This design comes from an exercise in tuning for small area, a short achievable clock period and few clock cycles per item on the open sky130 flow, not from production work.
RTL that was checked went through simulation tests only; none was proved equivalent to the original.
Only the layout flow was run in run 2; the RTL was not checked for function there.

--- flow/design.v ---
module sfp_norm_seq #(
  parameter int COL = 8,
  parameter int BW_PSUM = 20,
  parameter int OUT_SHIFT = 8,
  parameter int SW = BW_PSUM + $clog2(COL),
  parameter int BW_OUT = OUT_SHIFT + 2
) (
  input  logic                      clk,
  input  logic                      reset,
  input  logic                      mode_signed,
  input  logic                      mode_dual,
  input  logic                      in_valid,
  output logic                      in_ready,
  input  logic [COL*BW_PSUM-1:0]    in_row,
  output logic [SW-1:0]             sum_out,
  output logic                      sum_out_valid,
  input  logic [SW:0]               sum_in,
  input  logic                      sum_in_valid,
  output logic                      out_valid,
  input  logic                      out_ready,
  output logic [COL*BW_OUT-1:0]     out_row,
  output logic                      busy
);
  localparam int NS = 7;             
  localparam int RW = 25;            
  logic v0, v1, v2, vo;
  logic [NS:1] vd;
  logic xd1;                         
  logic hold, adv, go1, en1, en0;
  logic dm1;
  logic nv0, nv1, nv2, nvo;
  logic [NS:1] nvd;
  assign hold = vo & ~out_ready;
  assign adv  = ~hold;
  assign go1 = ~dm1 | xd1 | sum_in_valid;
  assign en1 = ~v1 | (adv & go1);
  assign en0 = ~v0 | en1;
  logic ir_e, ir_o, ir_x;
  assign in_ready = ir_e | ((ir_o | out_ready) & (ir_x | sum_in_valid));
  assign out_valid = vo;
  assign nv0 = en0 ? in_valid : v0;
  assign nv1 = en1 ? v0 : v1;
  assign nv2 = adv ? v1 & go1 : v2;
  assign nvd = adv ? {vd[NS-1:1], v2} : vd;
  assign nvo = adv ? vd[NS] : vo;
  always_ff @(posedge clk) begin
    if (reset) begin
      v0 <= 1'b0;
      v1 <= 1'b0;
      v2 <= 1'b0;
      vd <= '0;
      vo <= 1'b0;
      busy <= 1'b0;
    end else begin
      v0 <= nv0;
      v1 <= nv1;
      v2 <= nv2;
      vd <= nvd;
      vo <= nvo;
      busy <= nv0 | nv1 | nv2 | (|nvd) | nvo;
    end
  end
  always_ff @(posedge clk) begin
    if (reset) begin
      ir_e <= 1'b1;
      ir_o <= 1'b1;
    end else begin
      ir_e <= ~nv0 | ~nv1;
      ir_o <= ~nvo;
    end
    ir_x <= ~(en1 ? dm0 : dm1) | (~reset & ~en1 & (xd1 | (v1 & dm1 & sum_in_valid)));
  end
  function automatic logic [22:0] fa_s(input logic [22:0] a, input logic [22:0] b, input logic [22:0] c);
    fa_s = a ^ b ^ c;
  endfunction
  function automatic logic [22:0] fa_c(input logic [22:0] a, input logic [22:0] b, input logic [22:0] c, input logic cin);
    logic [22:0] m;
    m = (a & b) | (a & c) | (b & c);
    fa_c = {m[21:0], cin};
  endfunction
  logic [22:0] y [COL];
  logic [COL-1:0] g;
  logic [BW_PSUM-1:0] a_in [COL];
  logic [COL-1:0] ng_in;
  logic [22:0] l1s0, l1c0, l1s1, l1c1, l1s2, l1c2, l2s0, l2c0, l2s1, l2c1, l3s, l3c, l4s, l4c;
  always_comb begin
    for (int c = 0; c < COL; c++) begin
      g[c] = in_row[c*BW_PSUM + BW_PSUM-1];
      y[c] = {4'b0, in_row[c*BW_PSUM +: BW_PSUM-1] ^ {(BW_PSUM-1){g[c]}}};
      a_in[c] = g[c] ? -in_row[c*BW_PSUM +: BW_PSUM] : in_row[c*BW_PSUM +: BW_PSUM];
      ng_in[c] = g[c] & mode_signed;
    end
    l1s0 = fa_s(y[0], y[1], y[2]);          l1c0 = fa_c(y[0], y[1], y[2], g[1]);
    l1s1 = fa_s(y[3], y[4], y[5]);          l1c1 = fa_c(y[3], y[4], y[5], g[2]);
    l1s2 = fa_s(y[6], y[7], {22'b0, g[0]}); l1c2 = fa_c(y[6], y[7], {22'b0, g[0]}, g[3]);
    l2s0 = fa_s(l1s0, l1c0, l1s1);          l2c0 = fa_c(l1s0, l1c0, l1s1, g[4]);
    l2s1 = fa_s(l1c1, l1s2, l1c2);          l2c1 = fa_c(l1c1, l1s2, l1c2, g[5]);
    l3s  = fa_s(l2s0, l2c0, l2s1);          l3c  = fa_c(l2s0, l2c0, l2s1, g[6]);
    l4s  = fa_s(l3s, l3c, l2c1);            l4c  = fa_c(l3s, l3c, l2c1, g[7]);
  end
  logic [BW_PSUM-1:0] a0 [COL];
  logic [COL-1:0] ng0;
  logic dm0;
  logic [COL-1:0] nz0;
  logic [22:0] cs0, cc0;
  always_ff @(posedge clk) begin
    if (en0) begin
      for (int c = 0; c < COL; c++) a0[c] <= a_in[c];
      ng0 <= ng_in;
      dm0 <= mode_dual;
      for (int c = 0; c < COL; c++) nz0[c] <= |in_row[c*BW_PSUM +: BW_PSUM];
      cs0 <= l4s;
      cc0 <= l4c;
    end
  end
  logic [BW_PSUM-1:0] a1 [COL];
  logic [COL-1:0] ng1;
  logic [COL-1:0] nz1;
  logic [SW-1:0] s1;
  logic [SW:0] p1;
  always_ff @(posedge clk) begin
    if (reset) xd1 <= 1'b0;
    else if (en1) xd1 <= 1'b0;
    else if (v1 && dm1 && !xd1 && sum_in_valid) xd1 <= 1'b1;
    if (en1) begin
      for (int c = 0; c < COL; c++) a1[c] <= a0[c];
      ng1 <= ng0;
      dm1 <= dm0;
      nz1 <= nz0;
      s1 <= cs0 + cc0;
    end
    if (!xd1) p1 <= sum_in;
  end
  assign sum_out = s1;
  assign sum_out_valid = v1 & dm1 & ~xd1;
  logic [BW_PSUM-1:0] a4 [COL];
  logic [COL-1:0] ng4;
  logic [SW:0] d4, psel, dsum;
  logic [COL-1:0] nz4;
  logic pz4;
  assign psel = dm1 ? (xd1 ? p1 : sum_in) : '0;
  assign dsum = {1'b0, s1} + psel;
  always_ff @(posedge clk) begin
    if (adv) begin
      for (int c = 0; c < COL; c++) a4[c] <= a1[c];
      ng4 <= ng1;
      d4 <= {dsum[SW:1], dsum[0] | (~|nz1 & (psel == '0))};
      nz4 <= nz1;
      pz4 <= psel == '0;
    end
  end
  logic [RW-1:0] r [NS+1][COL];
  logic [SW:0] dd [NS+1];
  logic [COL-1:0] ngd [NS+1];
  logic [COL-1:0] q8 [NS+1];
  logic [NS-1:0] qb [NS+1][COL];    
  logic [RW-1:0] rn [NS+1][COL];
  function automatic logic [RW-1:0] bk_add(input logic [RW-1:0] x, input logic [RW-1:0] y, input logic ci);
    logic [RW-1:0] p, gg, pp;
    logic [RW:0] carry;
    p = x ^ y;
    gg = x & y;
    pp = p;
    for (int l = 1; l < RW; l = l * 2)
      for (int i = 2*l-1; i < RW; i += 2*l) begin
        gg[i] = gg[i] | (pp[i] & gg[i-l]);
        pp[i] = pp[i] & pp[i-l];
      end
    for (int l = 8; l >= 1; l = l / 2)
      for (int i = 3*l-1; i < RW; i += 2*l) begin
        gg[i] = gg[i] | (pp[i] & gg[i-l]);
        pp[i] = pp[i] & pp[i-l];
      end
    carry[0] = ci;
    for (int i = 0; i < RW; i++) carry[i+1] = gg[i] | (pp[i] & ci);
    bk_add = p ^ carry[RW-1:0];
  endfunction
  function automatic logic [RW-1:0] nr_step(input logic [RW-1:0] rr, input logic qbit, input logic [SW:0] dv);
    logic slo, shi;
    slo = ~rr[RW-1];
    shi = qbit;
    nr_step = bk_add({rr[RW-2:0], 1'b0}, {shi, dv[SW:12] ^ {(SW-11){shi}}, dv[11:0] ^ {12{slo}}}, slo);
  endfunction
  always_comb begin
    for (int c = 0; c < COL; c++) begin
      rn[0][c] = bk_add({4'b0, a4[c], 1'b0}, ~{1'b0, d4}, 1'b1);
      for (int j = 1; j <= NS; j++) rn[j][c] = nr_step(r[j][c], qb[j][c][j-1], dd[j]);
    end
  end
  always_ff @(posedge clk) begin
    if (adv) begin
      dd[1] <= d4;
      ngd[1] <= ng4;
      for (int c = 0; c < COL; c++) begin
        r[1][c] <= rn[0][c];
        q8[1][c] <= nz4[c] & ~|(nz4 & ~(COL'(1) << c)) & pz4;
        qb[1][c] <= '0;
        qb[1][c][0] <= ~rn[0][c][RW-1];
      end
      for (int j = 2; j <= NS; j++) begin
        dd[j] <= dd[j-1];
        ngd[j] <= ngd[j-1];
        q8[j] <= q8[j-1];
        for (int c = 0; c < COL; c++) begin
          r[j][c] <= rn[j-1][c];
          qb[j][c] <= qb[j-1][c];
          qb[j][c][j-1] <= ~rn[j-1][c][RW-1];
        end
      end
    end
  end
  logic [COL*BW_OUT-1:0] row_fin;
  logic [BW_OUT-2:0] hh, nh;
  logic b0;
  always_comb begin
    hh = '0;
    nh = '0;
    b0 = 1'b0;
    for (int c = 0; c < COL; c++) begin
      hh = '0;
      for (int k = 0; k < NS; k++) hh[6-k] = qb[NS][c][k];
      nh = -hh;
      b0 = ~rn[NS][c][RW-1];
      if (q8[NS][c]) row_fin[c*BW_OUT +: BW_OUT] = ngd[NS][c] ? 10'h300 : 10'h100;
      else if (!ngd[NS][c]) row_fin[c*BW_OUT +: BW_OUT] = {hh, b0};
      else row_fin[c*BW_OUT +: BW_OUT] = b0 ? {~hh, 1'b1} : {nh, 1'b0};
    end
  end
  always_ff @(posedge clk) begin
    if (adv) out_row <= row_fin;
  end
endmodule
--- flow/run.sh ---
#!/bin/bash
# synth_recipe.tcl (not shown) runs the flow's synth.tcl, then flattens the netlist and writes it again
# the make line also repeats each setting of config.mk as NAME=value (left out here)
make -C /OpenROAD-flow-scripts/flow DESIGN_CONFIG=/design/flow/config.mk WORK_HOME=/design/flow/orfs CLKGATE_MAP_FILE= SYNTH_SCRIPT=/design/flow/synth_recipe.tcl finish
--- flow/config.mk ---
export PLATFORM = sky130hd
export DESIGN_NAME = sfp_norm_seq
export DESIGN_NICKNAME = sfp_norm_seq
export VERILOG_FILES = /design/flow/design.v
export SDC_FILE = /design/flow/constraint.sdc
export NUM_CORES = 4
export LEC_CHECK = 0
export ABC_AREA = 1
export CAP_MARGIN = 20
export CORE_MARGIN = 2
export CORE_UTILIZATION = 50
export CTS_BUF_LIST = sky130_fd_sc_hd__clkbuf_8 sky130_fd_sc_hd__clkbuf_16
export CTS_CLUSTER_DIAMETER = 60
export CTS_CLUSTER_SIZE = 30
export PLACE_DENSITY = 0.8
export SETUP_SLACK_MARGIN = 3.0
export SLEW_MARGIN = 20
--- flow/constraint.sdc ---
create_clock -name core_clock -period 6.0 [get_ports {clk}]
set_input_delay 1.2000 -clock core_clock [delete_from_list [all_inputs] [get_ports {clk}]]
set_output_delay 1.2000 -clock core_clock [all_outputs]
set_load 0.01 [all_outputs]
==> impl_metrics.yaml, run 1 <==
yosys:
  synth-adder-area-share_pct: 13.61
  synth_top_cell_by_area: "edfxtp_1"
  ys_warn_count: 12
  synth_cell_types: 56
  syn_inst: 16287
  yosysTopAreaCellShare_pct: 47.22
  synthXorXnorAreaFrac_pct: 14.79
  synth_top_family_by_area: "XOR/XNOR gates"
  syn_area_per_cell_um2: 10.14
  synth-compound-area-share_pct: 5.371
  ys_seq_elements: 2637
  synth-edff-count: 2596
  synth.net_count: 18197
  ys_async_sr_fraction_pct: 0
  yosysSeqAreaShare_pct: 47.72
  synth.area.top_cells: "edfxtp_1 (47%), ha_1 (12%), xor2_1 (8.4%), nand2_1 (7.6%), xnor2_1 (6.4%)"
  synth_area_um2: 165100
  synthMuxAreaShare_pct: 0.06670
  synth-main-ff-cell: "edfxtp_1"
  synth-simple-area-share_pct: 13.26
sta:
  tightest_slew_ps: 1089
  finalHoldViolCount: 0
  fin_crit_sh_pct: 53.29
  rsz0062_at_grt: "true"
  timing.fmax_ghz: 0.3128
  relSlewSlack_pct: 27.41
  period_minus_slack_ps: 3197
  setup_viol: 0
  fin_hold_ws_ps: 384.2
  slew_violations: 0
  finClkSkew_ps: 81.13
  setup_slack_ps: 2803
  fin_setup_tns_ps: 0
critical_path:
  r2r_cells: 16
  end_kind: "flop"
  cp_max_fo: 6
  path_class: "input pin to flop"
  rrSetupSlack_ps: 2850
  r2r_end: "r[31][22]$_DFFE_PN_"
  arrival_ps: 3840
  critPathLaunchType: "input pin"
  rr_startpoint: "r[23][24]$_DFFE_PN_"
  cp.required_ps: 6640
cells_and_area:
  drive_gt1_share_pct: 14.39
  nets: 19222
  final_core_util_pct: 59.10
  syn2layout_area_growth_pct: 17.40
  fill_cells: 25845
  final_common_cell: "nand2_1"
  register_area_um2: 78790
  final_cell_mix: "nand2_1 (3077), edfxtp_1 (2596), inv_1 (1714)"
  multiInputGateArea_um2: 82890
  final_area_um2: 193800
place:
  portBuffers: 297
  dpl_cell_area_um2: 172900
  dpl.hpwl_um: 371200
  pre_cts_slack_ps: 1052
  place_congestion: 1.014
clocking:
  cts_hold_buf: 0
  numCtsBuffers: 185
  clock_latency_ps: 940
  cts_htree_levels: 4
  clock-sinks: 2637
  path_clk_slew_ps: 110
  cts_tree: "built"
  cts-root-buf: "clkbuf_16"
  clockBufferDepth: 4
die:
  die_y_um: 578.6
  core_um2: 327900
  rows: 210
  ios: 298
  start_util_pct: 50.34
  die-width_um: 578.6
  die_area_um2: 334800
global_route:
  grt_use_total_pct: 28.42
  antenna_found_initial: 47
  use_met2_pct: 47.50
  grt_max_degree: 170
  use_met1_pct: 33.28
  gr-usage-met3_pct: 4.141
  grt-ovfl-total: 0
  gr-max-usage-layer: "met2"
  grt_pass1_wl_um: 701300
  grt_pass1_vias: 111598
status:
  outcome: "no timing/DRC/antenna violations"
drt:
  via_per_inst: 5.428
  drtPass1Iterations: 6
  num_vias: 118448
  drc_errors: 0
  drt_iter0_drc: 10502
  routedWlPerCell_um: 22.72
  wl_um: 495800
  antenna_left: 0
min_path:
  hold_start: "q8[5][4]$_DFFE_PN_"
  min_to: "q8[6][4]$_DFFE_PN_"
  worst_hold_path_type: "flop to flop"
  hold_depth: 0
flow_run:
  drv_cap: 0
-- stage by stage --
step,cells
after detailed placement,20620
after CTS,21470
after global placement,20620
final,21821
after global routing,21813
after floorplan,16287
-- flip-flops by register name, summed over array words and instances, names as in the netlist, 56 cells and up --
name / cells
r: 1393
qb: 224
dd: 167
a0: 160
a1: 160
a4: 160
out_row: 80
ngd: 56
q8: 56
-- synthesized netlist by cell type (4+ instances only) --
library cell	number
a211oi_1	50
o211ai_1	4
nand2_2	5
xor2_1	1590
xnor2_1	1197
nand2_1	3353
edfxtp_1	2596
a21oi_1	1067
inv_1	1782
ha_1	1592
o31ai_1	23
dfxtp_1	41
nand4_1	112
nor3_1	64
o21bai_1	120
or2_1	14
buf_2	102
o21ai_1	52
fa_1	127
buf_4	8
o21a_1	12
a31oi_1	14
or2_2	12
a31o_2	8
nand3_2	38
clkbuf_1	237
o21bai_2	45
buf_1	92
mux2i_1	11
clkinv_1	7
nor4_1	16
nor2_2	54
o21ai_2	11
nor2_1	932
o21ai_0	116
nand3b_1	11
nor3_2	9
a21o_1	36
nor3b_1	7
nand3_1	695
-- layer usage --
| layer | routed length, µm | vias up |
|---|---|---|
| met5 | 348 | - |
| met3 | 33140 | 1428 |
| met2 | 232200 | 4753 |
| met1 | 183000 | 55948 |
| li1 | - | 56265 |
| met4 | 47120 | 54 |
-- kinds of logic after synthesis --
logic type      after synthesis
compound gates             1568
xor+xnor                   2787
fa+ha+maj                  1719
buf+inv                    2235
flops                      2637
mux                          11
simple gates               5330
-- how the worst max path moves through the flow --
stage	from	to
2_1_floorplan	out_ready	busy$_SDFF_PP0_
3_3_place_gp	in_row[139]	cs0[18]$_DFFE_PN_
3_5_place_dp	in_row[139]	cs0[18]$_DFFE_PN_
4_1_cts	in_row[19]	cs0[18]$_DFFE_PN_
5_1_grt	in_row[99]	cs0[16]$_DFFE_PN_
6_report	in_row[19]	cs0[18]$_DFFE_PN_
-- critical path: stages --
cell and delay (ps):
buf_12 130, clkinvlp_4 240, ha_4 290, fa_1 490, inv_2 50, fa_2 520, fa_2 430, inv_2 70
fa_2 410
-- cell type report --
type,count,share of cell area [%]
Inverter,1793,3.578
Multi-Input combinational cell,11417,42.77
Antenna cell,17,0.02195
Timing Repair Buffer,1278,6.663
Sequential cell,2637,40.65
Clock buffer,187,2.415
Clock inverter,146,1.096
Tap cell,4346,2.806
-- repair_timing --
action | CTS | global route
endpoints found under the setup margin | 1952 | 578
hold endpoints to repair | 0 | 0
gates resized for setup | 867 | 908
setup buffers | 509 | 322
pin swaps | 139 | 389
cloned | 8 | 12
Testbench counts, summed over its fixed seeds: cycles 1,368, rows 1,280.
==> inputs of run 2 (changes only) <==
--- a/flow/design.v
+++ b/flow/design.v
@@ -37,4 +37,3 @@
   assign en0 = ~v0 | en1;
-  logic ir_e, ir_o, ir_x;
-  assign in_ready = ir_e | ((ir_o | out_ready) & (ir_x | sum_in_valid));
+  assign in_ready = en0;
   assign out_valid = vo;
@@ -62,12 +61,2 @@
   end
-  always_ff @(posedge clk) begin
-    if (reset) begin
-      ir_e <= 1'b1;
-      ir_o <= 1'b1;
-    end else begin
-      ir_e <= ~nv0 | ~nv1;
-      ir_o <= ~nvo;
-    end
-    ir_x <= ~(en1 ? dm0 : dm1) | (~reset & ~en1 & (xd1 | (v1 & dm1 & sum_in_valid)));
-  end
   function automatic logic [22:0] fa_s(input logic [22:0] a, input logic [22:0] b, input logic [22:0] c);
@@ -164,11 +153,7 @@
     for (int l = 1; l < RW; l = l * 2)
-      for (int i = 2*l-1; i < RW; i += 2*l) begin
-        gg[i] = gg[i] | (pp[i] & gg[i-l]);
-        pp[i] = pp[i] & pp[i-l];
-      end
-    for (int l = 8; l >= 1; l = l / 2)
-      for (int i = 3*l-1; i < RW; i += 2*l) begin
-        gg[i] = gg[i] | (pp[i] & gg[i-l]);
-        pp[i] = pp[i] & pp[i-l];
-      end
+      for (int i = 0; i < RW; i++)
+        if ((i & l) != 0) begin
+          gg[i] = gg[i] | (pp[i] & gg[((i / (2*l)) * (2*l)) + l - 1]);
+          pp[i] = pp[i] & pp[((i / (2*l)) * (2*l)) + l - 1];
+        end
     carry[0] = ci;
--- a/flow/config.mk
+++ b/flow/config.mk
@@ -10,3 +10,3 @@
 export CORE_MARGIN = 2
-export CORE_UTILIZATION = 50
+export CORE_UTILIZATION = 60
 export CTS_BUF_LIST = sky130_fd_sc_hd__clkbuf_8 sky130_fd_sc_hd__clkbuf_16
@@ -14,4 +14,3 @@
 export CTS_CLUSTER_SIZE = 30
-export PLACE_DENSITY = 0.8
-export SETUP_SLACK_MARGIN = 3.0
+export SETUP_SLACK_MARGIN = 2.5
 export SLEW_MARGIN = 20
==> impl_metrics.yaml, run 2 <==
sta:
  period_minus_slack_ps: 3523
  slew_violations: 0
  setup_viol: 0
  relSlewSlack_pct: 28.39
  finClkSkew_ps: 49.07
  setup_slack_ps: 2478
  finalHoldViolCount: 0
  tightest_slew_ps: 1074
  rsz0062_at_grt: "true"
  timing.fmax_ghz: 0.2839
  fin_crit_sh_pct: 58.71
critical_path:
  cp_max_fo: 14
  cp_slowest_cell: "xnor2_1"
  rrSetupSlack_ps: 2480
  cp.required_ps: 6610
  crit_path_cell_trace: "buf_4 -> inv_1 -> ha_1 -> inv_1 -> nand2_1 -> nor2_1 -> nand2_1 -> inv_1 -> nand3_1 -> nand3_1 -> a21oi_1 -> xnor2_1"
  path_class: "flop to flop"
  r2r_end: "r[37][15]$_DFFE_PN_"
  r2r_cells: 12
  end_kind: "flop"
  arrival_ps: 4130
  max_stage_delay_ps: 680
  cpMostUsedCell: "inv_1"
  cp-startpoint: "r[29][24]$_DFFE_PN_"
  worstSetupEndpoint: "r[37][15]$_DFFE_PN_"
  critPathLaunchType: "flop"
  rr_startpoint: "r[29][24]$_DFFE_PN_"
cells_and_area:
  drive_gt1_share_pct: 6.288
  syn2layout_area_growth_pct: 11.12
  nets: 20307
  final_common_cell: "nand2_1"
  largest_registers: "r (1393), qb (224), dd (167)"
  largest_reg_flops: 1393
  top_register: "r"
  final_cell_mix: "nand2_1 (3019), edfxtp_1 (2597), inv_1 (1998)"
yosys:
  synth-main-ff-cell: "edfxtp_1"
  yosysSeqAreaShare_pct: 45.37
  yosys-top-cells-count: "nand2_1 (3027), edfxtp_1 (2597), inv_1 (2033)"
  ys_async_sr_fraction_pct: 0
  synth_top_cell_by_area: "edfxtp_1"
  synthMostInstantiatedCell: "nand2_1"
  ys_seq_elements: 2634
  ys_warn_count: 12
  synth_cell_types: 53
  synth-edff-count: 2597
  synth.net_count: 19794
  yosysTopAreaCellShare_pct: 44.94
  syn_inst: 17884
  syn_area_per_cell_um2: 9.703
  synth.area.top_cells: "edfxtp_1 (45%), ha_1 (11%), xor2_1 (8.5%), nand2_1 (6.5%), xnor2_1 (4.8%)"
  synth_area_um2: 173500
flow_run:
  drv_cap: 0
clocking:
  cts_hold_buf: 0
  path_clk_slew_ps: 100
  cts_tree: "built"
  cts-root-buf: "clkbuf_16"
  clockBufferDepth: 4
  clock_latency_ps: 930
  numCtsBuffers: 211
  clock-sinks: 2634
  cts_htree_levels: 4
drt:
  routedWlPerCell_um: 23.52
  wl_met2_um: 251100
  drtPass1Iterations: 8
  drc_errors: 0
  via_per_inst: 5.624
  highest_layer: "met5"
  wl_um: 525900
  num_vias: 125765
  wl_met1_um: 198500
  dr_wl_met3_um: 23750
  drt_iter0_drc: 10141
  antenna_left: 0
die:
  die-width_um: 541.8
  die_y_um: 541.8
  ios: 298
  rows: 197
  core_um2: 287900
  start_util_pct: 60.28
  die_area_um2: 293500
global_route:
  grt_pass1_wl_um: 765000
  antenna_found_initial: 16
  grt_max_degree: 173
  grt_pass1_vias: 118341
  grt_use_total_pct: 35.58
  grt-ovfl-total: 0
min_path:
  worst_hold_path_type: "flop to flop"
place:
  portBuffers: 297
  pre_cts_slack_ps: 949.0
  place_congestion: 1.016
  dpl.hpwl_um: 420100
status:
  outcome: "no timing/DRC/antenna violations"
## run 2: logic make-up after synthesis
group	share of synthesized area, %
buffers and inverters	5.695
DFF	45.37
and+or+nand+nor	15.78
AOI/OAI and AO/OA	6.834
adders and majority gates	12.94
xor gates and xnor gates	13.29
muxes	0.09229
## run 2: timing repair
action | 4_1_cts | 5_1_grt
setup buffers | 240 | 157
gates resized for setup | 107 | 88
cloned | 1 | 1
endpoints found under the setup margin | 362 | 192
pin swaps | 6 | 9
## run 2: metrics by stage
step                util (%)  area (µm²)  hold WS, ps   TNS, ps  cells
floorplan                  -      173600        400.3  -2418730  17884
global placement       62.55      180100        400.3         0  21564
detailed placement     62.56      180100        404.5         0  21566
CTS                    66.33      191000        399.3         0  22197
global route           66.98      192800        408.3         0  22356
finish                 66.98      192800        399.8         0  22362
## run 2: final cells by class
type                    instances  area, µm²
fillers                     22890      95060
inverters                    2041       7828
clock inverters               179       2599
diodes                          7      17.52
well taps                    3781       4731
clock buffers                 211       5280
repair buffers                815       8280
flip-flops and latches       2634      78730
multi-input cells           12694      85370
## run 2: worst min path at each step
stage / start / end / depth (start not counted)
floorplan: a0[0][0]$_DFFE_PN_ / a1[0][0]$_DFFE_PP_ / 0
global placement: qb[50][0]$_DFFE_PN_ / qb[58][0]$_DFFE_PN_ / 0
detailed placement: a0[0][3]$_DFFE_PN_ / a1[0][3]$_DFFE_PP_ / 0
CTS: a0[5][1]$_DFFE_PN_ / a1[5][1]$_DFFE_PP_ / 0
global route: a0[5][3]$_DFFE_PN_ / a1[5][3]$_DFFE_PP_ / 0
finish: a1[2][1]$_DFFE_PP_ / a4[2][1]$_DFFE_PN_ / 0
## run 2: critical path, delay by kind of cell, from the launching register on
kind | cells | cell delay (ps)
AO/OA/AOI/OAI | 1 | 100
adder cells (fa/ha/maj) | 1 | 390
AND/OR/NAND/NOR | 5 | 630
XOR/XNOR | 1 | 680
buffers and inverters | 4 | 1040
flip-flops | 1 | 360
## run 2: per-layer routing
metal / vias to the layer above / GRT usage, %
li1: 62013 / -
met1: 58374 / 40.74
met2: 4053 / 60.49
met3: 1311 / 3.903
met4: 14 / 28.75
met5: - / 0

static timing again, ports no longer ideal:
The flow's constraints put no driver on any port. The routed layouts listed below were extracted and timed again, unchanged, in two steps.
Step 1 (the two cells are an assumption about what drives the block):
set clk [get_ports {clk}]
set_driving_cell -lib_cell sky130_fd_sc_hd__clkbuf_16 $clk
set_driving_cell -lib_cell sky130_fd_sc_hd__buf_2 [delete_from_list [all_inputs] $clk]
Step 2 moves the port delays by t, midway between the first and last clock arrival at a register: inputs arrive t later, outputs are due t later. That takes back most of the time a late clock gives input paths.
Three values: ideal, step 1, step 2; two values: the first two.
| run | t (ns) | setup WS [ns] | worst hold slack (ns) | slew at the worst register clock pin (ns) | worst slew at a driven data input, ns |
|---|---|---|---|---|---|
| run 1 | 1.004 | 2.803 / 2.845 / 1.841 | 0.384 / 0.384 / 0.384 | 0.11 / 0.11 | 0.10 |
| run 2 | 1.017 | 2.478 / 2.478 / 1.577 | 0.400 / 0.400 / 0.400 | 0.11 / 0.11 | 0.08 |
After both steps setup and hold are still met in every run listed. For run 1, which loses most, drivers alone change the setup slack by +0.042 ns; drivers and shift together by -0.962 ns.
